This is an optimization exercise on Yosys and OpenROAD, whose aim is small area, not a production implementation. Function was checked by simulation only, so behaviour that the tests miss may differ from the original. Power is estimated from default activity; no workload was simulated. The flow treats the clock pin as an ideal source, which a real chip does not have.

## flow/design.v

```verilog
package fcp_link_pkg;
    localparam int VC_W    = 16;
    localparam int STAT_W  = 32;
    localparam int BEAT_W  = 112;
    localparam int COUNT_W = 32;
    localparam int TOTAL_W = 64;
    typedef logic [VC_W-1:0]    vc_t;
    typedef logic [STAT_W-1:0]  stat_t;
    typedef logic [BEAT_W-1:0]  beat_t;
    typedef logic [COUNT_W-1:0] count_t;
    typedef logic [TOTAL_W-1:0] total_t;
    typedef struct packed {
        logic  valid;
        vc_t   vc;
        stat_t fccl;
        stat_t qlen;
        stat_t fccr;
    } fcp_msg_t;
    localparam int QUEUE_DEPTH = 16;
    localparam int QADDR_W     = $clog2(QUEUE_DEPTH);
    localparam int QCOUNT_W    = QADDR_W + 1;
    typedef logic [QADDR_W-1:0]  qaddr_t;
    typedef logic [QCOUNT_W-1:0] qcount_t;
    localparam int HOLDOFF_CYCLES     = 64;
    localparam int RATE_WINDOW_CYCLES = 256;
    localparam int WINDOW_W           = $clog2(RATE_WINDOW_CYCLES);
    localparam int RATE_W             = WINDOW_W + 1;
    typedef logic [WINDOW_W-1:0] window_cnt_t;
    typedef logic [RATE_W-1:0]   rate_t;
endpackage
module fcp_ingress_packer (
    input  logic                  user_clk,
    input  logic                  rst_user_300,
    input  logic                  in_valid,
    input  logic                  holdoff_end,
    input  logic                  full,
    output logic                  pend_valid,
    output logic                  commit,
    output logic                  capture,
    output logic                  link_up,
    output fcp_link_pkg::count_t  drop_count
);
    logic                 link_up_q;
    logic                 pend_q;
    fcp_link_pkg::count_t drop_q;
    always_ff @(posedge user_clk) begin
        if (rst_user_300) begin
            link_up_q <= 1'b0;
        end else if (holdoff_end) begin
            link_up_q <= 1'b1;
        end
    end
    assign link_up = link_up_q;
    assign capture = in_valid && link_up_q;
    always_ff @(posedge user_clk) begin
        if (rst_user_300) begin
            pend_q <= 1'b0;
        end else begin
            pend_q <= capture;
        end
    end
    assign pend_valid = pend_q;
    assign commit     = pend_q && !full;
    always_ff @(posedge user_clk) begin
        if (rst_user_300) begin
            drop_q <= '0;
        end else if (pend_q && full) begin
            drop_q <= drop_q + fcp_link_pkg::count_t'(1);
        end
    end
    assign drop_count = drop_q;
endmodule
module fcp_beat_queue (
    input  logic                user_clk,
    input  logic                rst_user_300,
    input  fcp_link_pkg::beat_t in_beat,
    input  logic                capture,
    input  logic                commit,
    input  logic                rd_en,
    output fcp_link_pkg::beat_t head_q,
    output logic                full,
    output logic                empty
);
    localparam int D = fcp_link_pkg::QUEUE_DEPTH;
    logic [D-1:0][fcp_link_pkg::BEAT_W-1:0] mem_q;
    fcp_link_pkg::qaddr_t  wr_ptr_q;
    fcp_link_pkg::qaddr_t  wr_ptr_d;
    fcp_link_pkg::qcount_t count_q;
    fcp_link_pkg::qcount_t count_d;
    logic [D-1:0]          rd_oh_q;
    logic                  store;
    assign full  = count_q[fcp_link_pkg::QADDR_W];
    assign empty = (count_q == '0);
    always_comb begin
        count_d = count_q;
        if (commit && !rd_en) count_d = count_q + fcp_link_pkg::qcount_t'(1);
        if (!commit && rd_en) count_d = count_q - fcp_link_pkg::qcount_t'(1);
    end
    assign wr_ptr_d = wr_ptr_q + fcp_link_pkg::qaddr_t'(commit);
    assign store    = capture && !count_d[fcp_link_pkg::QADDR_W];
    always_ff @(posedge user_clk) begin
        if (rst_user_300) begin
            count_q  <= '0;
            wr_ptr_q <= '0;
        end else begin
            count_q  <= count_d;
            wr_ptr_q <= wr_ptr_d;
        end
    end
    always_ff @(posedge user_clk) begin
        if (rst_user_300) begin
            rd_oh_q <= D'(1);
        end else if (rd_en) begin
            rd_oh_q <= {rd_oh_q[D-2:0], rd_oh_q[D-1]};
        end
    end
    for (genvar i = 0; i < D; i++) begin : g_row
        always_ff @(posedge user_clk) begin
            if (store && wr_ptr_d == fcp_link_pkg::qaddr_t'(i)) begin
                mem_q[i] <= in_beat;
            end
        end
    end
    fcp_link_pkg::beat_t head_d;
    always_comb begin
        head_d = '0;
        for (int i = 0; i < D; i++) begin
            head_d = head_d | (mem_q[i] & {fcp_link_pkg::BEAT_W{rd_oh_q[i]}});
        end
    end
    always_ff @(posedge user_clk) begin
        head_q <= head_d;
    end
endmodule
module fcp_egress_unpacker (
    input  logic                   user_clk,
    input  logic                   rst_user_300,
    input  fcp_link_pkg::beat_t    head_q,
    input  logic                   empty,
    input  logic                   drain_en,
    output logic                   rd_en,
    output fcp_link_pkg::fcp_msg_t fcp_out
);
    logic valid_q;
    assign rd_en = drain_en && !empty;
    always_ff @(posedge user_clk) begin
        if (rst_user_300) begin
            valid_q <= 1'b0;
        end else begin
            valid_q <= rd_en;
        end
    end
    assign fcp_out = {valid_q, head_q};
endmodule
module fcp_rate_meter (
    input  logic                 user_clk,
    input  logic                 rst_user_300,
    input  logic                 msg_valid,
    output logic                 holdoff_end,
    output fcp_link_pkg::total_t total_count,
    output fcp_link_pkg::count_t msg_rate
);
    fcp_link_pkg::total_t      total_q;
    fcp_link_pkg::window_cnt_t window_q;
    fcp_link_pkg::window_cnt_t in_window_q;
    fcp_link_pkg::rate_t       rate_q;
    logic                      window_end;
    always_ff @(posedge user_clk) begin
        if (rst_user_300) begin
            total_q <= '0;
        end else if (msg_valid) begin
            total_q <= total_q + fcp_link_pkg::total_t'(1);
        end
    end
    always_ff @(posedge user_clk) begin
        if (rst_user_300) begin
            window_q <= '0;
        end else begin
            window_q <= window_q + fcp_link_pkg::window_cnt_t'(1);
        end
    end
    assign window_end  = (window_q == fcp_link_pkg::window_cnt_t'(fcp_link_pkg::RATE_WINDOW_CYCLES - 1));
    assign holdoff_end = (window_q == fcp_link_pkg::window_cnt_t'(fcp_link_pkg::HOLDOFF_CYCLES - 1));
    always_ff @(posedge user_clk) begin
        if (rst_user_300) begin
            in_window_q <= '0;
            rate_q      <= '0;
        end else if (window_end) begin
            rate_q      <= fcp_link_pkg::rate_t'(in_window_q) + fcp_link_pkg::rate_t'(msg_valid);
            in_window_q <= '0;
        end else begin
            in_window_q <= in_window_q + fcp_link_pkg::window_cnt_t'(msg_valid);
        end
    end
    assign total_count = total_q;
    assign msg_rate    = fcp_link_pkg::count_t'(rate_q);
endmodule
module fcp_link_top (
    input  logic                   user_clk,
    input  logic                   rst_user_300,
    input  fcp_link_pkg::fcp_msg_t fcp_in,
    input  logic                   drain_en,
    output fcp_link_pkg::fcp_msg_t fcp_out,
    output logic                   link_up,
    output fcp_link_pkg::count_t   drop_count,
    output fcp_link_pkg::total_t   total_count,
    output fcp_link_pkg::count_t   msg_rate
);
    logic                capture;
    logic                commit;
    logic                pend_valid;
    logic                full;
    logic                empty;
    logic                rd_en;
    logic                holdoff_end;
    fcp_link_pkg::beat_t head_q;
    fcp_ingress_packer u_packer (
        .user_clk     (user_clk),
        .rst_user_300 (rst_user_300),
        .in_valid     (fcp_in.valid),
        .holdoff_end  (holdoff_end),
        .full         (full),
        .pend_valid   (pend_valid),
        .commit       (commit),
        .capture      (capture),
        .link_up      (link_up),
        .drop_count   (drop_count)
    );
    fcp_beat_queue u_queue (
        .user_clk     (user_clk),
        .rst_user_300 (rst_user_300),
        .in_beat      (fcp_in[fcp_link_pkg::BEAT_W-1:0]),
        .capture      (capture),
        .commit       (commit),
        .rd_en        (rd_en),
        .head_q       (head_q),
        .full         (full),
        .empty        (empty)
    );
    fcp_egress_unpacker u_unpacker (
        .user_clk     (user_clk),
        .rst_user_300 (rst_user_300),
        .head_q       (head_q),
        .empty        (empty),
        .drain_en     (drain_en),
        .rd_en        (rd_en),
        .fcp_out      (fcp_out)
    );
    fcp_rate_meter u_meter (
        .user_clk     (user_clk),
        .rst_user_300 (rst_user_300),
        .msg_valid    (fcp_out.valid),
        .holdoff_end  (holdoff_end),
        .total_count  (total_count),
        .msg_rate     (msg_rate)
    );
endmodule
```

## flow/constraint.sdc

```tcl
create_clock -name core_clock -period 4.0 [get_ports {user_clk}]
set_input_delay 0.8000 -clock core_clock [delete_from_list [all_inputs] [get_ports {user_clk}]]
set_output_delay 0.8000 -clock core_clock [all_outputs]
set_load 0.01 [all_outputs]
```

## flow/flow/run.sh

```bash
#!/bin/bash
# Standard ORFS layout (standard synthesis unchanged), with lighter port buffers
# and a clock tree without dummy loads. Each tool's output goes to a log here.
set -euo pipefail
export BUFFER_PORTS_ARGS="-buffer_cell sky130_fd_sc_hd__buf_1"
export CTS_ARGS="-sink_clustering_enable -repair_clock_nets -dont_use_dummy_load -buf_list {sky130_fd_sc_hd__clkbuf_4 sky130_fd_sc_hd__clkbuf_8}"
bash standard.sh > standard_flow.log 2>&1
```

## flow/config.mk

```make
export PLATFORM = sky130hd
export DESIGN_NAME = fcp_link_top
export DESIGN_NICKNAME = fcp_link_top
export VERILOG_FILES = /design/flow/design.v
export SDC_FILE = /design/flow/constraint.sdc
export NUM_CORES = 4
export LEC_CHECK = 0
export CAP_MARGIN = 20
export CORE_MARGIN = 2
export CORE_UTILIZATION = 45
export PLACE_DENSITY = 0.6
export SLEW_MARGIN = 20
export SYNTH_MEMORY_MAX_BITS = 16384
```

## flow/standard.sh

```bash
#!/bin/bash
# synth_recipe.tcl (not shown) runs the flow's synth.tcl, then flattens the netlist and writes it again
# the make line also repeats each setting of config.mk as NAME=value (left out here)
make -C /OpenROAD-flow-scripts/flow DESIGN_CONFIG=/design/flow/config.mk WORK_HOME=/design/flow/orfs CLKGATE_MAP_FILE= SYNTH_SCRIPT=/design/flow/synth_recipe.tcl "${@:-finish}"
```

==> run summary, run 1 <==
- DR vias: 41,550
- CTS buffer count: between 300 and 400
- Gr ovfl total: 0
- Period utilisation layout: 92.56%
- RSZ-0062 raised after global routing: no
- Yosys warns: 4
- Drt total wl: 204,700 microns
- Clk slew on worst S/H paths: 0.06 ns
- Leakage power: 0.02530 uW
- # resized after CTS: 0
- Crit end category: flip-flop
- Rows: 147
- Die width: 404.8 microns
- CTS Sinks: 2,053
- Worst Tran Pin Value: approximately 1.1 ns
- Slowest-stage cell, CP: nor2_4
- Crit path largest cell delay: 0.80 ns
- Worst Hold Class: input pin to flip-flop
- Vias in the first global route: 40,967
- Root Buffer: clkbuf_8
- Critical Path RT: around 4.7 ns
- Drt wl/cell: 31.13 microns
- Post-Syn Area: 72,300 sq um
- Clock Path Buffers: 4
- Max Slew Vio Count: 0
- Number of routed nets with antenna violations: 0
- First-pass GRT wire length: 291,000 microns
- Post-CTS setup buffers: 0
- Syn Area/Cell: 18.39 sq um
- Max-cap violations: 0
- Nets: 4,612
- WP buf/inv: 4
- Hold path start: fcp_in[7]
- R2R Setup Slk: 0.30 ns
- Syn Inst Count: 3,931
- Initial DRT Pass Iterations: 5
- Post-synth EDFFs: 1,792
- Yosys top cell area share: about 74%
- Routability cong.: 0.8064
- Worst-Skew Late Latency: 1.03 ns
- Antenna violations before repair: 18
- Startpoint Class: flip-flop
- Hold Path End: u_queue.mem_q[903]
- Post-DP HPWL: approximately 110,000 microns
- Setup violators final: 0
- Fraction of layout cells with a size suffix above 1: 11.62%
- Worst Hold Slack: 0.2930 ns
- RR Startpoint: u_queue.count_q[1]
- Yosys reg bits: 2,053
- CP Max Fanout: 22
- Number of hold buffers added after CTS: 0
- Outcome: complete, no violations
- F_max: 270.1 MHz
- Post-Route Utilization: 51.05%
- Share of the yosys chip area belonging to registers: between 80% and 90%
- Slew margin rel.: 25.30%
- Iteration-0 DRC count of the detailed router: 4,868
- Slack of the critical path: 0.2976 ns
- Post-layout min period: roughly 3.7 ns
- Largest net degree at the start of global routing: 74
- Vias/cell: 6.320
- IO Pins: 358
- Buffers on Ports: 334
- Post-synth top area cell: edfxtp_1
- Pwr dens: 501.2 nW/um^2
- Area growth, synth to finish: 12.98%
- Hold Path Stages: 1
- Htree depth: 5
- Distinct cells, synth: 49
- CTS tree: yes
- Drt drc: 0
- Kind of critical path: flip-flop to flip-flop
- Filler cells: about 13,000
- FF-to-FF path depth: 13
- Gr usage total: between 20% and 30%
- Critical Path, Cell by Cell: inv_2 -> ha_4 -> nand2b_4 -> o31ai_4 -> inv_2 -> ha_4 -> nor4bb_1 -> a41oi_1 -> xor2_1 -> buf_4 -> nand3_1 -> nor2_4 -> buf_12
- Core box area: 160,000 sq um
- Worst reg2reg path endpoint: u_queue.mem_q[357]
- Post-synth ARST share: 0%
- Synth area leaders: edfxtp_1, dfxtp_1, a221oi_1
- Most used DFF post-synth: edfxtp_1
- WP data arrival: between 4 and 5 ns
- Die H: 404.8 microns
- Initial Utilization: 45.18%
- Tot Pwr: 40,940 uW
- Final hold viol count: 0
- Pre-CTS WS: 0.1178 ns
- Crit-path leading delay family: simple AND/OR/NAND/NOR gates
- Max VDD drop: 366.5 uV
- Total die area: around 160,000 sq um
- Skew final: approximately 0.093 ns
==> cell families after synthesis <==
kind of cell	Yosys count	share of synthesized area [%]
fa+ha+maj	11	0.1904
xor+xnor	84	1.018
flops	2053	81.65
mux	3	0.04153
other cells	1	0.005187
buf+inv	278	1.592
compound gates	985	11.55
simple gates	516	3.951
==> Yosys cell counts, types with 13 or more instances <==
cell type	instances
and3_1	17
xnor2_1	34
a22o_1	448
buf_1	32
a21oi_1	48
a221oi_1	448
o21ai_0	22
nand2_1	73
inv_1	13
clkbuf_1	200
edfxtp_1	1792
dfxtp_1	261
nand3_1	44
xor2_1	50
nand4_1	150
buf_4	27
and4_1	13
nor2_1	128
or3_1	23
==> worst max path at each step <==
stage                               end                from  slack (ns)  cells past startpoint
finish               u_queue.mem_q[357]  u_queue.count_q[1]        0.30                     13
floorplan           u_queue.mem_q[1344]  u_queue.count_q[1]       -0.64                     12
CTS                  u_queue.mem_q[440]  u_queue.count_q[1]        0.31                     13
detailed placement   u_queue.mem_q[370]            drain_en        0.12                     10
global placement     u_queue.mem_q[365]            drain_en        0.06                     11
global route         u_queue.mem_q[440]  u_queue.count_q[1]        0.18                     13
==> sequential cells by signal (all words and copies together) (netlist names) <==
register and cells:
u_packer.pend_q 1, u_meter.rate_q 9, u_queue.count_q 5, u_queue.mem_q 1792
u_queue.rd_oh_q 16, u_meter.in_window_q 8, u_packer.drop_q 32, u_packer.link_up_q 1
u_meter.window_q 8, u_queue.wr_ptr_q 4, u_unpacker.valid_q 1, u_queue.head_q 112
u_meter.total_q 64
==> stage by stage <==
stage	cell area (sq um)	TNS [ns]	cells
floorplan	72570	-1009.98	3953
global placement	76930	0	6224
detailed placement	76930	0	6224
CTS	81680	0	6569
global route	81690	0	6573
finish	81690	0	6574
==> metal layers <==
layer	global-route usage, %	vias to the layer above	part of all wire [%]	wire (microns)
met2	38.61	2294	47	96130
met5	0	-	0.060	122
met4	7.895	20	2.5	5159
met1	33.83	21561	41	83250
met3	6.095	353	9.8	19990
li1	-	17322	-	-
==> layout by cell type, fill, tap and decap left out, types with 4 or more instances in the layout <==
master	n
xor2_1	50
nand2_1	73
conb_1	23
dfxtp_1	243
and4_1	13
xnor2_1	34
a22o_1	448
a221oi_1	448
buf_1	333
and3_1	17
inv_1	11
nor2_4	16
edfxtp_1	1792
nor2_1	112
clkbuf_8	345
nand3_1	44
buf_4	61
diode_2	5
or4_1	6
nand4_1	150
a21oi_1	48
nor4_2	7
nand3b_1	4
dfxtp_4	16
nor4_1	8
a211oi_1	8
buf_12	54
nor3_1	10
or3_1	23
and2_1	6
o21ai_0	22
nor2b_1	6
ha_1	9
==> power by group <==
part | internal, uW | total, uW | switching, uW
Sequential | 23600 | 23900 | 313
Combinational | 685 | 2190 | 1500
Clock | 7590 | 14900 | 7270
Total | 31900 | 40900 | 9080
==> area by class of cell <==
cell class / count / area, sq um / share of cell area [%]
antenna: 5 / 12.51 / 0.01532
clock buffer: 345 / 4748 / 5.813
inverter: 14 / 52.55 / 0.06433
multi-input combinational: 1622 / 12370 / 15.14
sequential: 2053 / 59100 / 72.35
tap: 2086 / 2610 / 3.195
timing repair buffer: 449 / 2796 / 3.423
==> run 2, diff against run 1 <==
==> flow/run.sh (new file) <==
#!/bin/bash
# synth_recipe.tcl (not shown) runs the flow's synth.tcl, then flattens the netlist and writes it again
# the make line also repeats each setting of config.mk as NAME=value (left out here)
make -C /OpenROAD-flow-scripts/flow DESIGN_CONFIG=/design/flow/config.mk WORK_HOME=/design/flow/orfs CLKGATE_MAP_FILE= SYNTH_SCRIPT=/design/flow/synth_recipe.tcl finish
removed: flow/flow/run.sh
removed: flow/standard.sh
==> run summary, run 2 <==
- Outcome: complete, no violations
- Setup violators final: 0 (unchanged)
- Clk slew on worst S/H paths: 0.06 ns (about the same)
- First-pass GRT wire length: 298,300 microns (+2.5%)
- Yosys reg bits: 2,053 (unchanged)
- Root Buffer: clkbuf_16
- Initial Utilization: 45.18% (unchanged)
- Biggest register: u_queue.mem_q
- Worst Hold Class: flip-flop to flip-flop
- Design area: 86,820 sq um (+6.3%)
- Buffers on Ports: 334 (unchanged)
- Rows: 147 (unchanged)
- Post-Synth Simple-Gate Area: 3.951% (unchanged)
- Largest register FFs: 1,792 (unchanged)
- Critical Path, Cell by Cell: inv_2 -> ha_4 -> nand2b_4 -> o31ai_4 -> inv_2 -> ha_4 -> nor4bb_1 -> a41oi_1 -> xor2_1 -> buf_4 -> nand3b_1 -> nor2_4 -> buf_12 -> buf_12
- Post-CTS setup buffers: 0 (unchanged)
- Area growth, synth to finish: 20.08%
- Max-cap violations: 0 (unchanged)
- R2R Setup Slk: 0.61 ns (+0.31 ns)
- Initial DRT Pass Iterations: 6 (+1)
- Post-Synth Adder-Cell Area: 0.1904% (unchanged)
- Worst reg2reg path endpoint: u_queue.mem_q[98]
- Vias/cell: 6.242 (-1.2%)
- Worst setup path endpoint: u_queue.mem_q[98]
- Syn Inst Count: 3,931 (unchanged)
- Drt wl/cell: 31.37 microns (+0.78%)
- Pwr dens: 527.0 nW/um^2 (+5.1%)
- Critical Path RT: 4.50 ns (-0.16 ns)
- Slew margin rel.: 30.57% (+5.3 points)
- Worst-Skew Late Latency: 0.85 ns (-0.18 ns)
- RR Startpoint: u_queue.count_q[1]
- Period utilisation layout: 84.73% (-7.8 points)
- Kind of critical path: flip-flop to flip-flop
- CP Max Fanout: 22 (unchanged)
- Yosys top cell area share: 74.43% (unchanged)
- IO Pins: 358 (unchanged)
- Number of routed nets with antenna violations: 0 (unchanged)
- Post-layout min period: 3.389 ns (-0.3131 ns)
- Core box area: 160,000 sq um (unchanged)
- Post-synth ARST share: 0% (unchanged)
- Crit. Startpoint: u_queue.count_q[1]
- Post-synthesis compound-gate area fraction: 11.55% (unchanged)
- Synth area leaders: edfxtp_1, dfxtp_1, a221oi_1
- Slowest-stage cell, CP: dfxtp_2
- Post-synth EDFFs: 1,792 (unchanged)
- CTS buffer count: 205 (-41%)
- Most frequent cells in the layout: edfxtp_1, a22o_1, a221oi_1, clkdlybuf4s50_1, dfxtp_1
- Slack of the critical path: 0.6106 ns (+0.3131 ns)
- Largest net degree at the start of global routing: 74 (unchanged)
- Distinct cells, synth: 49 (unchanged)
- Dpl cells: 6,291 (+1.1%)
- Yosys warns: 4 (unchanged)
- Leakage power: 0.02748 uW (+8.6%)
- DP Area: 80,000 sq um (+4.0%)
- Clock Path Buffers: 3 (-1)
- Main combinational cell family by area after synthesis: compound AO/OA/AOI/OAI gates
- Post-Syn Area: 72,300 sq um (unchanged)
- Antenna violations before repair: 10 (-8)
- Total die area: 163,900 sq um (unchanged)
- Die width: 404.8 microns (unchanged)
- Most used DFF post-synth: edfxtp_1
- Iteration-0 DRC count of the detailed router: 4,913 (+0.92%)
- # resized after CTS: 0 (unchanged)
- Post-Synth XOR/XNOR Area: 1.018% (unchanged)
- Final hold viol count: 0 (unchanged)
- Fraction of layout cells with a size suffix above 1: 12.15% (+0.53 points)
- Share of the yosys chip area belonging to registers: 81.65% (unchanged)
- Crit path largest cell delay: 0.35 ns (-0.45 ns)
- F_max: 295.0 MHz (+9.2%)
- CTS tree: yes
- Gr usage total: 25.30% (+0.70 points)
- Gr ovfl total: 0 (unchanged)
- Number of hold buffers added after CTS: 0 (unchanged)
- Post-Route Utilization: 54.26% (+3.2 points)
- Max VDD drop: 481.8 uV (+31%)
- RSZ-0062 raised after global routing: no
- Nets: 4,539 (-1.6%)
- Pre-CTS WS: 0.06062 ns (-0.05718 ns)
- Top-count cell post-synth: edfxtp_1
- Die H: 404.8 microns (unchanged)
- Finished Layout Cells: 6,676 (+1.6%)
- Routability cong.: 0.8175 (+1.4%)
- Worst Tran Pin Value: 1.041 ns (-0.07899 ns)
- Commonest cells in the netlist: edfxtp_1, a221oi_1, a22o_1
- CTS Sinks: 2,053 (unchanged)
- Setup TNS: 0 ns (unchanged)
- Htree depth: 4 (-1)
- Skew final: 0.06047 ns (-0.03279 ns)
- Post-DP HPWL: 121,000 microns (+8.8%)
- DR vias: 41,669 (+0.29%)
- Vias in the first global route: 40,772 (-0.48%)
- Max Slew Vio Count: 0 (unchanged)
- Syn Area/Cell: 18.39 sq um (unchanged)
- Startpoint Class: flip-flop
- Drt total wl: 209,400 microns (+2.3%)
- Drt drc: 0 (unchanged)
- Filler cells: 12,417 (-3.6%)
- Top Registers: u_queue.mem_q: 1792 flops, u_queue.head_q: 112 flops, u_meter.total_q: 64 flops
- Post-synth top area cell: edfxtp_1
- FF-to-FF path depth: 14 (+1)
- Most common cell after layout, fill and taps aside: edfxtp_1
- WP data arrival: 3.89 ns (-0.47 ns)
- Crit end category: flip-flop
- Post-synthesis mux area share: 0.04153% (unchanged)
## run 2: cell counts after synthesis
No cell type changed its count.
## run 2: critical path: cells and delay by family, from the launching register on
family	cells	cell delay, ns
buffers and inverters	5	0.85
DFF	1	0.35
adders and majority gates	2	0.37
xor gates and xnor gates	1	0.18
and+or+nand+nor	4	0.81
AOI/OAI and AO/OA	2	0.51
## run 2: final cells by class
class,count,area (sq um),share of cell area (%)
Clock buffer,268,5588,6.436
Clock inverter,112,1216,1.401
Antenna cell,5,12.51,0.01441
Multi-Input combinational cell,1622,12370,14.25
Tap cell,2086,2610,3.006
Inverter,14,52.55,0.06053
Timing Repair Buffer,516,5871,6.762
Sequential cell,2053,59100,68.07
## run 2: power by group
| part | switching, uW | leakage, uW | total, uW | internal, uW |
|---|---|---|---|---|
| Clock | 8230 | 0.00334 | 19200 | 10900 |
| Combinational | 1590 | 0.00588 | 2720 | 1130 |
| Sequential | 283 | 0.0183 | 23900 | 23600 |
| Total | 10100 | 0.0275 | 45700 | 35600 |
## run 2: metal layers
metal | routed length (microns) | global-route usage (%)
met5 | 55 | 0
met4 | 5156 | 6.828
met3 | 19040 | 5.155
met2 | 97860 | 39.73
met1 | 87330 | 36.06
## run 2: cell families after synthesis
kind of cell             count (synthesis)
flip-flops                            2053
AO/OA/AOI/OAI                          985
AND/OR/NAND/NOR                        516
buffers and inverters                  278
XOR/XNOR                                84
adder cells (fa/ha/maj)                 11
multiplexers                             3
other                                    1
## run 2: stage by stage
step                hold slack [ns]  power (uW)
global route                 0.4992       47090
CTS                          0.4695       46060
detailed placement           0.4518       27040
floorplan                    0.4299       25240
global placement             0.4448       27050
finish                       0.4722       45750
## run 2: worst min path at each step
stage,cells past startpoint,start,to,slack [ns]
after CTS,2,u_queue.mem_q[1543],u_queue.head_q[87],0.47
after global routing,2,u_queue.mem_q[1673],u_queue.head_q[105],0.50
final,2,u_meter.rate_q[8],u_meter.rate_q[8],0.47
after detailed placement,1,u_meter.window_q[0],u_meter.window_q[0],0.45
after global placement,1,u_meter.window_q[0],u_meter.window_q[0],0.44
after floorplan,1,u_meter.window_q[0],u_meter.window_q[0],0.43
==> run 3, diff against run 2 <==
==> flow/flow/run.sh (new file) <==
#!/bin/bash
# Standard ORFS layout (standard synthesis unchanged), with lighter port buffers
# and a clock tree of large clusters without dummy loads. Each tool's output goes to a log here.
set -euo pipefail
B=sky130_fd_sc_hd
export BUFFER_PORTS_ARGS="-buffer_cell ${B}__buf_1"
export CTS_ARGS="-sink_clustering_enable -repair_clock_nets -dont_use_dummy_load -buf_list {${B}__clkbuf_16} -sink_clustering_size 30 -sink_clustering_max_diameter 100"
bash standard.sh > standard_flow.log 2>&1
==> flow/standard.sh (new file) <==
#!/bin/bash
# synth_recipe.tcl (not shown) runs the flow's synth.tcl, then flattens the netlist and writes it again
# the make line also repeats each setting of config.mk as NAME=value (left out here)
make -C /OpenROAD-flow-scripts/flow DESIGN_CONFIG=/design/flow/config.mk WORK_HOME=/design/flow/orfs CLKGATE_MAP_FILE= SYNTH_SCRIPT=/design/flow/synth_recipe.tcl "${@:-finish}"
--- a/flow/config.mk
+++ b/flow/config.mk
@@ -10,2 +10,4 @@
 export CORE_UTILIZATION = 45
+export GPL_ROUTABILITY_DRIVEN = 0
+export GPL_TIMING_DRIVEN = 0
 export PLACE_DENSITY = 0.6
removed: flow/run.sh
==> run summary, run 3 <==
- Buffers on Ports: 333 (-0.30%)
- Outcome: finished with violations
- Biggest register: u_queue.mem_q
- Number of routed nets with antenna violations: 0 (unchanged)
- M1 GR Usage: 42.15% (+6.1 points)
- Antenna violations before repair: 43 (+33)
- Gr ovfl total: 0 (unchanged)
- Post-synth top area cell: edfxtp_1
- Post-DP HPWL: 167,800 microns (+39%)
- WP data arrival: 4.40 ns (+0.51 ns)
- F_max: 249.2 MHz (-16%)
- Initial DRT Pass Iterations: 6 (unchanged)
- DR vias: 44,338 (+6.4%)
- Clock Path Buffers: 3 (unchanged)
- Vias/cell: 6.635 (+6.3%)
- Die width: 404.8 microns (unchanged)
- Crit path largest cell delay: 0.46 ns (+0.11 ns)
- Setup violators final: 1 (+1)
- Slew margin rel.: 10.77% (-20 points)
- Gr usage total: 30.46% (+5.2 points)
- Share of the yosys chip area belonging to registers: 81.65% (unchanged)
- Max VDD drop: 370.6 uV (-23%)
- Skew final: 0.1183 ns (+0.05783 ns)
- Syn Area/Cell: 18.39 sq um (unchanged)
- Number of hold buffers added after CTS: 0 (unchanged)
- CTS buffer count: 82 (-60%)
- Worst Tran Pin Value: 1.338 ns (+0.2969 ns)
- Clk slew on worst S/H paths: 0.11 ns (+0.05 ns)
- Critical Path RT: 4.39 ns (-0.11 ns)
- Most common cell after layout, fill and taps aside: edfxtp_1
- Met2 Use GR: 45.77% (+6.0 points)
- Vias in the first global route: 39,928 (-2.1%)
- Post-synth EDFFs: 1,792 (unchanged)
- CTS tree: yes
- Distinct cells, synth: 49 (unchanged)
- Yosys warns: 4 (unchanged)
- Post-Syn Area: 72,300 sq um (unchanged)
- Iteration-0 DRC count of the detailed router: 7,992 (+63%)
- Design area: 82,680 sq um (-4.8%)
- Syn Inst Count: 3,931 (unchanged)
- Pwr dens: 440.7 nW/um^2 (-16%)
- Largest register FFs: 1,792 (unchanged)
- Drt wl/cell: 38.23 microns (+22%)
- Post-synth ARST share: 0% (unchanged)
- Root Buffer: clkbuf_16
- Final hold viol count: 0 (unchanged)
- Startpoint Class: flip-flop
- Rows: 147 (unchanged)
- Period utilisation layout: 100.3% (+16 points)
- Yosys top cell area share: 74.43% (unchanged)
- Top Registers: u_queue.mem_q: 1792 flops, u_queue.head_q: 112 flops, u_meter.total_q: 64 flops
- Slowest-stage cell, CP: or3b_4
- Tot Pwr: 36,440 uW (-20%)
- CP Max Fanout: 16 (-27%)
- Drt total wl: 255,500 microns (+22%)
- Worst Hold Class: input pin to flip-flop
- CTS Sinks: 2,053 (unchanged)
- Fraction of layout cells with a size suffix above 1: 10.93% (-1.2 points)
- Crit end category: flip-flop
- Yosys reg bits: 2,053 (unchanged)
- Drt drc: 0 (unchanged)
- Largest net degree at the start of global routing: 31 (-58%)
- Post-layout min period: 4.013 ns (+0.6237 ns)
- Filler cells: 12,918 (+4.0%)
- Most used DFF post-synth: edfxtp_1
- First-pass GRT wire length: 339,500 microns (+14%)
- Top-count cell post-synth: edfxtp_1
- Leakage power: 0.02573 uW (-6.4%)
- Critical Path, Cell by Cell: inv_2 -> ha_4 -> nand2b_4 -> o31ai_4 -> buf_6 -> inv_2 -> clkbuf_8 -> ha_4 -> nor4bb_2 -> a41oi_2 -> xor2_2 -> buf_4 -> or3b_4 -> buf_4 -> nor2_4 -> buf_12 -> buf_12
- Core box area: 160,000 sq um (unchanged)
- Most crowded layer after global routing: met2
- Initial Utilization: 45.18% (unchanged)
- Grt met3 use: 8.092% (+2.9 points)
- Most frequent cells in the layout: edfxtp_1, a22o_1, a221oi_1, buf_1, dfxtp_1
- Slack of the critical path: -0.01305 ns (-0.6237 ns)
- Area growth, synth to finish: 14.35%
- Commonest cells in the netlist: edfxtp_1, a221oi_1, a22o_1
- DP Area: 80,050 sq um (about the same)
- Kind of critical path: flip-flop to flip-flop
- Worst-Skew Late Latency: 0.76 ns (-0.09 ns)
- Htree depth: 3 (-1)
- Synth area leaders: edfxtp_1, dfxtp_1, a221oi_1
- Total die area: 163,900 sq um (unchanged)
- IO Pins: 358 (unchanged)
- Nets: 4,705 (+3.7%)
- Die H: 404.8 microns (unchanged)
- Max-cap violations: 0 (unchanged)
- Layout Check Failures: setup timing
- Max Slew Vio Count: 0 (unchanged)
[run 3: cell counts after synthesis]
Identical to the previous run, type by type.
[run 3: worst max-delay path, delay by kind of cell, from the launching register on]
kind            cells  cell delay [ns]
compound gates      2             0.48
fa+ha+maj           2             0.37
flops               1             0.37
xor+xnor            1             0.19
simple gates        4             0.87
buf+inv             8             1.31
[run 3: layout make-up]
| cell class | instances | area (sq um) | area share (%) |
|---|---|---|---|
| inverters | 14 | 52.55 | 0.06356 |
| diodes | 20 | 50.05 | 0.06054 |
| repair buffers | 542 | 5209 | 6.300 |
| flip-flops and latches | 2053 | 59040 | 71.41 |
| plain buffers | 263 | 1267 | 1.533 |
| well taps | 2086 | 2610 | 3.157 |
| clock buffers | 82 | 2052 | 2.482 |
| multi-input cells | 1622 | 12400 | 14.99 |
[run 3: final timing paths]
| kind | endpoint | slack [ns] | cells after the start | startpoint |
|---|---|---|---|---|
| setup / recovery | u_queue.mem_q[1353] | -0.01 | 17 | u_queue.count_q[1] |
| hold / removal | u_packer.pend_q | 0.32 | 3 | fcp_in[112] |
| setup reg to reg | u_queue.mem_q[1353] | -0.01 | 17 | u_queue.count_q[1] |
| hold reg to reg | u_queue.head_q[98] | 0.43 | 2 | u_queue.mem_q[210] |
[run 3: logic make-up after synthesis]
| kind of cell | after synthesis | share of synthesized area [%] |
|---|---|---|
| compound gates | 985 | 11.55 |
| xor+xnor | 84 | 1.018 |
| fa+ha+maj | 11 | 0.1904 |
| buf+inv | 278 | 1.592 |
| flops | 2053 | 81.65 |
| mux | 3 | 0.04153 |
| other cells | 1 | 0.005187 |
| simple gates | 516 | 3.951 |
[run 3: routing by layer]
| metal | vias to the layer above | routed length, microns |
|---|---|---|
| met2 | 3286 | 114000 |
| li1 | 17575 | - |
| met4 | 34 | 11310 |
| met3 | 499 | 34330 |
| met5 | - | 257 |
| met1 | 22944 | 95550 |
[run 3: through the flow]
stage                     setup WS (ns)  utilization, %  hold slack (ns)   TNS, ns  std cells
after CTS                      0.002009           51.53           0.2764         0       6641
after detailed placement         -1.033           50.03           0.4675   -905.51       6520
after floorplan                 -0.6387               -           0.4299  -1009.98       3953
final                          -0.01305           51.67           0.3157  -0.01305       6682
after global routing           -0.03289           51.64           0.3221   -0.2050       6666
after global placement           -3.748           47.76           0.4476  -6439.09       6372
[run 3: timing repair]
item	in CTS	in global routing
setup buffers	39	25
pin swaps	16	5
endpoints found under the setup margin	1791	377
resized for setup	1	8
[run 3: report_power, final]
group / switching, uW / internal [uW]
clock: 6300 / 3710
sequential: 101 / 23500
combinational: 2000 / 797
==> run 4, diff against run 3 <==
--- a/flow/config.mk
+++ b/flow/config.mk
@@ -10,4 +10,2 @@
 export CORE_UTILIZATION = 45
-export GPL_ROUTABILITY_DRIVEN = 0
-export GPL_TIMING_DRIVEN = 0
 export PLACE_DENSITY = 0.6
==> run summary, run 4 <==
- Outcome: complete, no violations
- Skew final: 0.08784 ns (-0.03045 ns)
- Worst-Skew Late Latency: 0.75 ns (about the same)
- Post-synth EDFFs: 1,792 (unchanged)
- First-pass GRT wire length: 283,700 microns (-16%)
- Top Registers: u_queue.mem_q: 1792 flops, u_queue.head_q: 112 flops, u_meter.total_q: 64 flops
- CTS buffer count: 81 (-1.2%)
- Most frequent cells in the layout: edfxtp_1, a22o_1, a221oi_1, buf_1, dfxtp_1
- Area growth, synth to finish: 9.217%
- Most common cell after layout, fill and taps aside: edfxtp_1
- Rows: 147 (unchanged)
- Antenna violations before repair: 17 (-60%)
- Kind of critical path: flip-flop to flip-flop
- Fraction of layout cells with a size suffix above 1: 6.091% (-4.8 points)
- Clk slew on worst S/H paths: 0.12 ns (about the same)
- Critical Path, Cell by Cell: inv_2 -> ha_4 -> nand2b_4 -> o31ai_4 -> inv_2 -> ha_4 -> nor4bb_1 -> a41oi_1 -> xor2_1 -> buf_4 -> nand3_1 -> nor2_4 -> buf_12
- Gr usage total: 23.95% (-6.5 points)
- Post-synth ARST share: 0% (unchanged)
- FF-to-FF path depth: 13 (-4)
- CP Max Fanout: 20 (+4)
- Max Slew Vio Count: 0 (unchanged)
- Nets: 4,348 (-7.6%)
- Yosys warns: 4 (unchanged)
- Buffers on Ports: 334 (+0.30%)
- Htree depth: 3 (unchanged)
- Drt drc: 0 (unchanged)
- Final hold viol count: 0 (unchanged)
- Die width: 404.8 microns (unchanged)
- Synth area leaders: edfxtp_1, dfxtp_1, a221oi_1
- Max VDD drop: 424.8 uV (+15%)
- Vias/cell: 6.388 (-3.7%)
- Root Buffer: clkbuf_16
- Period utilisation layout: 92.12% (-8.2 points)
- Total die area: 163,900 sq um (unchanged)
- Leakage power: 0.02382 uW (-7.4%)
- Syn Area/Cell: 18.39 sq um (unchanged)
- Dpl cells: 6,224 (-4.5%)
- Crit end category: flip-flop
- Clock Path Buffers: 3 (unchanged)
- Share of the yosys chip area belonging to registers: 81.65% (unchanged)
- Finished Layout Cells: 6,310 (-5.6%)
- Post-CTS setup buffers: 0 (-100%)
- IO Pins: 358 (unchanged)
- Slew margin rel.: 24.83% (+14 points)
- Largest register FFs: 1,792 (unchanged)
- Post-layout min period: 3.685 ns (-0.3283 ns)
- Yosys reg bits: 2,053 (unchanged)
- Number of routed nets with antenna violations: 0 (unchanged)
- Commonest cells in the netlist: edfxtp_1, a221oi_1, a22o_1
- Worst Tran Pin Value: 1.128 ns (-0.2108 ns)
- Post-Syn Area: 72,300 sq um (unchanged)
- Gr ovfl total: 0 (unchanged)
- Iteration-0 DRC count of the detailed router: 4,927 (-38%)
- Crit path largest cell delay: 0.77 ns (+0.31 ns)
- Initial Utilization: 45.18% (unchanged)
- Most used DFF post-synth: edfxtp_1
- Post-DP HPWL: 111,300 microns (-34%)
- Biggest register: u_queue.mem_q
- Largest net degree at the start of global routing: 74 (+140%)
- Drt total wl: 200,800 microns (-21%)
- Max-cap violations: 0 (unchanged)
- Top-count cell post-synth: edfxtp_1
- Slowest-stage cell, CP: nor2_4
- Yosys top cell area share: 74.43% (unchanged)
- Worst Hold Class: flip-flop to flip-flop
- CTS tree: yes
- Post-synth top area cell: edfxtp_1
- Number of hold buffers added after CTS: 0 (unchanged)
- Pwr dens: 453.8 nW/um^2 (+3.0%)
- WP data arrival: 4.07 ns (-0.33 ns)
- F_max: 271.4 MHz (+8.9%)
- Critical Path RT: 4.38 ns (about the same)
- Vias in the first global route: 38,590 (-3.4%)
- Drt wl/cell: 31.82 microns (-17%)
- Startpoint Class: flip-flop
- CTS Sinks: 2,053 (unchanged)
- Pre-CTS WS: 0.1178 ns (+1.150 ns)
- Initial DRT Pass Iterations: 8 (+2)
- DR vias: 40,306 (-9.1%)
- Slack of the critical path: 0.3152 ns (+0.3283 ns)
- RSZ-0062 raised after global routing: no
- Syn Inst Count: 3,931 (unchanged)
- Routability cong.: around 0.8
- Setup violators final: 0 (-1)
- Distinct cells, synth: 49 (unchanged)
- Hold Path Stages: 1 (-2)
- Core box area: 160,000 sq um (unchanged)
- Die H: 404.8 microns (unchanged)
- # resized after CTS: 0 (-1)
## run 4: final timing paths
path | slack [ns] | from | to
max | 0.32 | u_queue.count_q[0] | u_queue.mem_q[439]
min | 0.47 | u_meter.window_q[0] | u_meter.window_q[0]
max reg2reg | 0.32 | u_queue.count_q[0] | u_queue.mem_q[439]
min reg2reg | 0.47 | u_meter.window_q[0] | u_meter.window_q[0]
## run 4: per-stage QoR
step,total power [uW],utilization (%),TNS [ns],instance area [sq um],hold slack [ns]
floorplan,25240,-,-1009.98,72570,0.4299
global placement,26540,48.07,0,76930,0.4446
detailed placement,26530,48.07,0,76930,0.4600
CTS,36060,49.34,0,78950,0.4719
global route,36830,49.35,0,78960,0.4881
finish,35840,49.35,0,78970,0.4663
## run 4: cell type report
cell class | instances | area [sq um]
antenna | 5 | 12.51
clock buffer | 81 | 2027
fill | 13105 | 81050
inverter | 14 | 52.55
multi-input combinational | 1622 | 12370
sequential | 2053 | 59100
tap | 2086 | 2610
timing repair buffer | 449 | 2796
## run 4: routing by layer
layer / global-route usage, % / part of all wire (%) / vias up
li1: - / - / 16811
met1: 33.74 / 42 / 21327
met2: 38.34 / 48 / 1902
met3: 4.642 / 8.6 / 244
met4: 6.265 / 2.2 / 22
met5: 0 / 0.069 / -
## run 4: where the power goes
group          total (uW)  internal (uW)  switching [uW]
logic                2190            685            1500
registers           23800          23500             315
clock network        9800           3670            6130
total               35800          27900            7950
## run 4: logic make-up after synthesis
family | Yosys count | synth area share [%]
compound gates | 985 | 11.55
xor+xnor | 84 | 1.018
fa+ha+maj | 11 | 0.1904
buf+inv | 278 | 1.592
flops | 2053 | 81.65
mux | 3 | 0.04153
other cells | 1 | 0.005187
simple gates | 516 | 3.951
## run 4: critical path: cells and delay by family, from the launching register on
| kind | cells | cell delay (ns) |
|---|---|---|
| compound gates | 2 | 0.48 |
| xor+xnor | 1 | 0.19 |
| fa+ha+maj | 2 | 0.35 |
| buf+inv | 4 | 0.64 |
| flops | 1 | 0.38 |
| simple gates | 4 | 1.27 |
==> run 5, diff against run 4 <==
--- a/flow/config.mk
+++ b/flow/config.mk
@@ -9,4 +9,4 @@
 export CORE_MARGIN = 2
-export CORE_UTILIZATION = 45
-export PLACE_DENSITY = 0.6
+export CORE_UTILIZATION = 70
+export PLACE_DENSITY = 0.85
 export SLEW_MARGIN = 20
==> run summary, run 5 <==
- Post-Route Utilization: 76.00% (+27 points)
- CP Max Fanout: 32 (+60%)
- Syn Area/Cell: 18.39 sq um (unchanged)
- Initial Utilization: 70.76% (+26 points)
- Pwr dens: 455.3 nW/um^2 (+0.34%)
- Total die area: 105,900 sq um (-35%)
- Crit-path leading delay family: simple AND/OR/NAND/NOR gates
- Filler cells: 5,317 (-59%)
- Post-synth top area cell: edfxtp_1
- Root Buffer: clkbuf_16
- WP data arrival: 4.19 ns (+0.12 ns)
- Post-Syn Area: 72,300 sq um (unchanged)
- Drt drc: 0 (unchanged)
- CTS Sinks: 2,053 (unchanged)
- Worst Hold Class: flip-flop to flip-flop
- WP buf/inv: 3 (-1)
- Worst-Skew Late Latency: 0.71 ns (-0.04 ns)
- Kind of critical path: flip-flop to flip-flop
- Iteration-0 DRC count of the detailed router: 6,857 (+39%)
- RSZ-0062 raised after global routing: no
- Post-layout min period: 3.834 ns (+0.1489 ns)
- Largest net degree at the start of global routing: 85 (+15%)
- Post-synth ARST share: 0% (unchanged)
- Slowest-stage cell, CP: or3b_4
- Largest register FFs: 1,792 (unchanged)
- Yosys reg bits: 2,053 (unchanged)
- Nets: 4,322 (-0.60%)
- Syn Inst Count: 3,931 (unchanged)
- Pre-CTS WS: -0.007773 ns (-0.1256 ns)
- Yosys top cell area share: 74.43% (unchanged)
- Setup violators final: 0 (unchanged)
- Post-synth EDFFs: 1,792 (unchanged)
- IO Pins: 358 (unchanged)
- Max VDD drop: 584.8 uV (+38%)
- Buffers on Ports: 334 (unchanged)
- Sequential power share: 67.3% (+0.8 points)
- F_max: 260.8 MHz (-3.9%)
- Most common cell after layout, fill and taps aside: edfxtp_1
- Most used DFF post-synth: edfxtp_1
- CTS buffer count: 78 (-3.7%)
- Yosys warns: 4 (unchanged)
- First-pass GRT wire length: 272,300 microns (-4.0%)
- Number of routed nets with antenna violations: 0 (unchanged)
- Top-count cell post-synth: edfxtp_1
- Biggest register: u_queue.mem_q
- Top Registers: u_queue.mem_q: 1792 flops, u_queue.head_q: 112 flops, u_meter.total_q: 64 flops
- Final hold viol count: 0 (unchanged)
- Htree depth: 3 (unchanged)
- Outcome: complete, no violations
- Fraction of layout cells with a size suffix above 1: 5.533% (-0.56 points)
- Synth area leaders: edfxtp_1, dfxtp_1, a221oi_1
- Setup TNS: 0 ns (unchanged)
- Max-cap violations: 0 (unchanged)
- DR vias: 42,394 (+5.2%)
- Skew final: 0.05603 ns (-0.03181 ns)
- Gr usage total: 35.07% (+11 points)
- Gr ovfl total: 0 (unchanged)
- Leakage power: 0.02362 uW (-0.84%)
- Share of the yosys chip area belonging to registers: 81.65% (unchanged)
- Worst Tran Pin Value: 1.170 ns (+0.04206 ns)
- Drt wl/cell: 33.70 microns (+5.9%)
- Clock Path Buffers: 3 (unchanged)
- Max Slew Vio Count: 0 (unchanged)
- Commonest cells in the netlist: edfxtp_1, a221oi_1, a22o_1
- Critical Path RT: 4.36 ns (-0.02 ns)
- Crit path largest cell delay: 0.51 ns (-0.26 ns)
- Distinct cells, synth: 49 (unchanged)
- Clk slew on worst S/H paths: 0.11 ns (about the same)
- Drt total wl: 187,600 microns (-6.6%)
- Vias in the first global route: 41,113 (+6.5%)
- Area growth, synth to finish: 7.400%
- Core box area: 102,200 sq um (-36%)
- Most frequent cells in the layout: edfxtp_1, a22o_1, a221oi_1, buf_1, dfxtp_1
- Period utilisation layout: 95.84% (+3.7 points)
- Startpoint Class: flip-flop
- Initial DRT Pass Iterations: 8 (unchanged)
- Antenna violations before repair: 16 (-1)
- Critical Path, Cell by Cell: inv_2 -> ha_4 -> nand2b_4 -> o31ai_4 -> inv_2 -> ha_4 -> nor4bb_1 -> a41oi_1 -> xor2_2 -> or3b_4 -> nor2_4 -> buf_12
- Sw frac: 21.55% (-0.64 points)
- Vias/cell: 7.614 (+19%)
- CTS tree: yes
- Slack of the critical path: 0.1663 ns (-0.1489 ns)
- P_sw: 7620 uW (-4.2%)
- Rows: 117 (-20%)
- Die H: 325.4 microns (-20%)
- Combinational share of power: 6.1% (about the same)
- Post-DP HPWL: 100,500 microns (-9.7%)
- Int Power: 27,740 uW (-0.51%)
- Routability cong.: 0.8658 (+7.4%)
- Crit end category: flip-flop
- Post-CTS setup buffers: 0 (unchanged)
- Die width: 325.4 microns (-20%)
- Clock power frac: 26.6% (-0.7 points)
- Slew margin rel.: 22.03% (-2.8 points)
run 5: power by group through the flow:
stage	registers (uW)	logic (uW)	clock network, uW
after floorplan	24300	973	0
after global placement	24300	2040	0
after detailed placement	24300	2100	0
after CTS	23800	2130	9390
after global routing	23800	2270	10000
final	23800	2160	9390
run 5: timing repair:
action | CTS | global route
resized for setup | 0 | 3
endpoints found under the hold margin | 0 | 0
setup endpoints to repair | 0 | 430
hold buffers | 0 | 0
run 5: layout make-up:
| type | instances | area (sq um) | share of cell area, % |
|---|---|---|---|
| tap | 1368 | 1712 | 2.204 |
| sequential | 2053 | 59100 | 76.11 |
| antenna | 7 | 17.52 | 0.02256 |
| inverter | 14 | 52.55 | 0.06767 |
| clock buffer | 78 | 1952 | 2.514 |
| timing repair buffer | 426 | 2444 | 3.147 |
| multi-input combinational | 1622 | 12380 | 15.94 |
run 5: through the flow:
step | area [sq um] | hold slack [ns] | total power (uW) | std cells
5_1_grt | 77650 | 0.5069 | 36120 | 5565
2_1_floorplan | 72570 | 0.4299 | 25240 | 3953
4_1_cts | 77620 | 0.4913 | 35320 | 5561
3_3_place_gp | 75670 | 0.4458 | 26300 | 5483
3_5_place_dp | 75670 | 0.4709 | 26370 | 5483
6_report | 77650 | 0.4903 | 35360 | 5568
run 5: worst register-to-register path: cells and delay by family, from the launching register on:
family                     cells  cell delay (ns)
and+or+nand+nor                4             1.16
AOI/OAI and AO/OA              2             0.69
buffers and inverters          3             0.49
adders and majority gates      2             0.38
DFF                            1             0.37
xor gates and xnor gates       1             0.37
run 5: kinds of logic after synthesis:
| group | share of synthesized area [%] |
|---|---|
| fa+ha+maj | 0.1904 |
| compound gates | 11.55 |
| simple gates | 3.951 |
| mux | 0.04153 |
| xor+xnor | 1.018 |
| other cells | 0.005187 |
| flops | 81.65 |
| buf+inv | 1.592 |
run 5: worst paths after layout:
check                                          from                  end  slack, ns  depth (start not counted)
worst max-delay path             u_queue.count_q[1]  u_queue.mem_q[1139]       0.17                         12
worst min register to register  u_packer.drop_q[31]  u_packer.drop_q[31]       0.49                          2
worst max register to register   u_queue.count_q[1]  u_queue.mem_q[1139]       0.17                         12
worst min-delay path            u_packer.drop_q[31]  u_packer.drop_q[31]       0.49                          2
run 5: routing by layer:
| metal | wire, microns | GRT usage [%] |
|---|---|---|
| met1 | 62730 | 47.95 |
| met2 | 88950 | 56.13 |
| met3 | 26500 | 6.848 |
| met4 | 9383 | 15.12 |
| met5 | 63 | 0 |
==> run 6, diff against run 5 <==
--- a/flow/config.mk
+++ b/flow/config.mk
@@ -7,7 +7,7 @@
 export LEC_CHECK = 0
-export CAP_MARGIN = 20
+export CAP_MARGIN = 5
 export CORE_MARGIN = 2
-export CORE_UTILIZATION = 70
-export PLACE_DENSITY = 0.85
-export SLEW_MARGIN = 20
+export CORE_UTILIZATION = 55
+export PLACE_DENSITY = 0.7
+export SLEW_MARGIN = 5
 export SYNTH_MEMORY_MAX_BITS = 16384
==> run summary, run 6 <==
- FF-to-FF path depth: 13 (+1)
- Hold Path End: u_meter.rate_q[8]
- Drt wl/cell: 31.84 microns (-5.5%)
- Post-Synth Simple-Gate Area: 3.951% (unchanged)
- Most used DFF post-synth: edfxtp_1
- Startpoint Class: flip-flop
- Met2 Use GR: 43.57% (-13 points)
- DP Area: 76,430 sq um (+1.0%)
- Hold path start: u_meter.rate_q[8]
- Most frequent cells in the layout: edfxtp_1, a22o_1, a221oi_1, buf_1, dfxtp_1
- Max Slew Vio Count: 0 (unchanged)
- Period utilisation layout: 88.79% (-7.1 points)
- Worst Hold Class: flip-flop to flip-flop
- Largest register FFs: 1,792 (unchanged)
- Die H: 366.6 microns (+13%)
- Number of routed nets with antenna violations: 0 (unchanged)
- Yosys warns: 4 (unchanged)
- Setup violators final: 0 (unchanged)
- Post-synth EDFFs: 1,792 (unchanged)
- Top Registers: u_queue.mem_q: 1792 flops, u_queue.head_q: 112 flops, u_meter.total_q: 64 flops
- Post-synthesis mux area share: 0.04153% (unchanged)
- Clock power frac: 27.0% (+0.4 points)
- Largest net degree at the start of global routing: 76 (-11%)
- Max VDD drop: 300.3 uV (-49%)
- WP data arrival: 3.87 ns (-0.32 ns)
- Fraction of layout cells with a size suffix above 1: 5.980% (+0.45 points)
- Buffers on Ports: 334 (unchanged)
- RSZ-0062 raised after global routing: no
- Drt total wl: 190,200 microns (+1.4%)
- Total die area: 134,400 sq um (+27%)
- Skew final: 0.08159 ns (+0.02556 ns)
- Design area: 78,450 sq um (+1.0%)
- Outcome: complete, no violations
- Gr usage total: 27.77% (-7.3 points)
- Vias/cell: 6.774 (-11%)
- Area growth, synth to finish: 8.495%
- First-pass GRT wire length: 272,200 microns (about the same)
- Yosys top cell area share: 74.43% (unchanged)
- Crit end category: flip-flop
- Sequential power share: 66.8% (-0.5 points)
- CTS tree: yes
- Grt met3 use: 6.209% (-0.64 points)
- P_sw: 7794 uW (+2.3%)
- Clock Path Buffers: 3 (unchanged)
- Post-synth top area cell: edfxtp_1
- Slowest-stage cell, CP: buf_12
- DR vias: 40,462 (-4.6%)
- Drt drc: 0 (unchanged)
- Filler cells: 9,484 (+78%)
- Finished Layout Cells: 5,973 (+7.3%)
- Worst reg2reg path endpoint: u_queue.mem_q[257]
- Int Power: 27,830 uW (+0.33%)
- Syn Area/Cell: 18.39 sq um (unchanged)
- Post-CTS setup buffers: 0 (unchanged)
- Post-Syn Area: 72,300 sq um (unchanged)
- RR Startpoint: u_queue.count_q[1]
- Worst Tran Pin Value: 1.223 ns (+0.05312 ns)
- Vias in the first global route: 38,824 (-5.6%)
- Crit path largest cell delay: 0.53 ns (+0.02 ns)
- Post-Synth XOR/XNOR Area: 1.018% (unchanged)
- Routability cong.: 0.8033 (-7.2%)
- M1 GR Usage: 39.44% (-8.5 points)
- Initial DRT Pass Iterations: 8 (unchanged)
- Rows: 133 (+14%)
- Final hold viol count: 0 (unchanged)
- Number of hold buffers added after CTS: 0 (unchanged)
- Htree depth: 3 (unchanged)
- Post-DP HPWL: 104,900 microns (+4.4%)
- Hold Path Stages: 2 (unchanged)
- Leakage power: 0.02377 uW (+0.62%)
- Worst-Skew Late Latency: 0.75 ns (+0.04 ns)
- Post-Synth Adder-Cell Area: 0.1904% (unchanged)
- Most crowded layer after global routing: met2
- Pwr dens: 454.1 nW/um^2 (-0.26%)
- Main combinational cell family by area after synthesis: compound AO/OA/AOI/OAI gates
- Iteration-0 DRC count of the detailed router: 5,264 (-23%)
- Top-count cell post-synth: edfxtp_1
- F_max: 281.6 MHz (+7.9%)
- Yosys reg bits: 2,053 (unchanged)
- Core box area: 131,000 sq um (+28%)
- CP Max Fanout: 75 (+130%)
- Die width: 366.6 microns (+13%)
- CTS buffer count: 80 (+2.6%)
- Gr ovfl total: 0 (unchanged)
- Share of the yosys chip area belonging to registers: 81.65% (unchanged)
- # resized after CTS: 0 (unchanged)
- Dpl cells: 5,889 (+7.4%)
- Critical Path, Cell by Cell: inv_2 -> ha_4 -> nand2b_4 -> o31ai_4 -> inv_2 -> ha_4 -> nor4bb_1 -> a41oi_1 -> xor2_1 -> buf_4 -> nand3b_1 -> nor2_4 -> buf_12
- Biggest register: u_queue.mem_q
- Nets: 4,343 (+0.49%)
- Critical Path RT: 4.31 ns (-0.05 ns)
- Syn Inst Count: 3,931 (unchanged)
- CTS Sinks: 2,053 (unchanged)
- Synth area leaders: edfxtp_1, dfxtp_1, a221oi_1
- Post-synthesis compound-gate area fraction: 11.55% (unchanged)
- Post-synth ARST share: 0% (unchanged)
- Slew margin rel.: 18.48% (-3.5 points)
- Max-cap violations: 0 (unchanged)
- R2R Setup Slk: 0.45 ns (+0.28 ns)
- Kind of critical path: flip-flop to flip-flop
- Post-layout min period: 3.551 ns (-0.2823 ns)
- IO Pins: 358 (unchanged)
- Combinational share of power: 6.3% (+0.2 points)
- Clk slew on worst S/H paths: 0.11 ns (about the same)
- Distinct cells, synth: 49 (unchanged)
- Initial Utilization: 55.21% (-16 points)
- Most common cell after layout, fill and taps aside: edfxtp_1
- Antenna violations before repair: 12 (-4)
- Commonest cells in the netlist: edfxtp_1, a221oi_1, a22o_1
- Root Buffer: clkbuf_16
- Sw frac: 21.88% (+0.33 points)
==> run 6: worst max-delay path: cells and delay by family (launching register included) <==
| family | cells | cell delay (ns) |
|---|---|---|
| flip-flops | 1 | 0.36 |
| XOR/XNOR | 1 | 0.18 |
| AND/OR/NAND/NOR | 4 | 0.80 |
| AO/OA/AOI/OAI | 2 | 0.47 |
| adder cells (fa/ha/maj) | 2 | 0.37 |
| buffers and inverters | 4 | 0.88 |
==> run 6: area by class of cell <==
cell class / count / area (sq um) / area share (%)
Antenna cell: 4 / 10.01 / 0.01276
Clock buffer: 80 / 2002 / 2.552
Inverter: 14 / 52.55 / 0.06699
Multi-Input combinational cell: 1622 / 12370 / 15.77
Sequential cell: 2053 / 59100 / 75.34
Tap cell: 1755 / 2196 / 2.799
Timing Repair Buffer: 445 / 2716 / 3.463
==> run 6: how the worst max path moves through the flow <==
stage | startpoint | to | slack, ns | cells after the start
2_1_floorplan | u_queue.count_q[1] | u_queue.mem_q[1344] | -0.64 | 12
3_3_place_gp | drain_en | u_queue.mem_q[305] | 0.25 | 10
3_5_place_dp | drain_en | u_queue.mem_q[315] | 0.26 | 10
4_1_cts | u_queue.count_q[1] | u_queue.mem_q[257] | 0.44 | 13
5_1_grt | u_queue.count_q[1] | u_queue.mem_q[290] | 0.28 | 13
6_report | u_queue.count_q[1] | u_queue.mem_q[257] | 0.45 | 13
==> run 6: metrics by stage <==
step	setup WS [ns]	util, %	setup TNS [ns]	total power, uW	hold slack (ns)
after floorplan	-0.6387	-	-1009.98	25240	0.4299
after global placement	0.2476	58.36	0	26470	0.4426
after detailed placement	0.2562	58.36	0	26480	0.4619
after CTS	0.4444	59.89	0	35740	0.4781
after global routing	0.2841	59.89	0	36570	0.5198
final	0.4486	59.90	0	35630	0.4747
==> run 6: logic make-up after synthesis <==
family	Yosys count
muxes	3
adders and majority gates	11
other	1
DFF	2053
AOI/OAI and AO/OA	985
xor gates and xnor gates	84
buffers and inverters	278
and+or+nand+nor	516
==> run 6: power by group through the flow <==
stage | combinational (uW) | sequential (uW) | clock, uW
after global placement | 2200 | 24300 | 0
after global routing | 2380 | 23800 | 10400
after CTS | 2230 | 23800 | 9730
final | 2230 | 23800 | 9610
after floorplan | 973 | 24300 | 0
after detailed placement | 2220 | 24300 | 0
==> run 6: routing by layer <==
layer  wire (microns)  vias up
li1                 -    16819
met3            21300      254
met4             4792        4
met2            89130     2536
met5               29        -
met1            74940    20849

port drivers added, routing unchanged:
How much do the figures lean on ideal ports? The routed layouts below were timed once more, with nothing changed but the port constraints. Step 1, drivers: a clkbuf_16 drives user_clk and a buf_2 each remaining input, both assumed. Step 2 also shifts input and output timing later by t, the mid clock arrival at the registers, as if the neighbouring blocks saw the same clock. a / b / c = ideal ports / drivers / drivers and shift; a / b = the first two.
run | shift t [ns] | setup slack, ns | hold slack, ns | worst data-port slew with drivers (ns)
run 1 | 1.069 | 0.298 / 0.298 / 0.066 | 0.293 / 0.250 / 0.461 | 0.16
run 2 | 0.893 | 0.611 / 0.611 / -0.012 | 0.472 / 0.472 / 0.472 | 0.21
run 3 | 0.790 | -0.013 / -0.013 / -0.182 | 0.316 / 0.283 / 0.434 | 0.24
run 4 | 0.789 | 0.315 / 0.315 / 0.106 | 0.466 / 0.466 / 0.466 | 0.16
run 5 | 0.756 | 0.166 / 0.166 / -0.016 | 0.490 / 0.490 / 0.490 | 0.13
run 6 | 0.783 | 0.449 / 0.449 / 0.182 | 0.475 / 0.475 / 0.475 | 0.21
With both steps, setup timing fails in run 2 and run 5, where it was met with ideal ports. The setup slack of run 2, which loses most, moves by 0.000 ns with the drivers and by -0.623 ns with both steps.
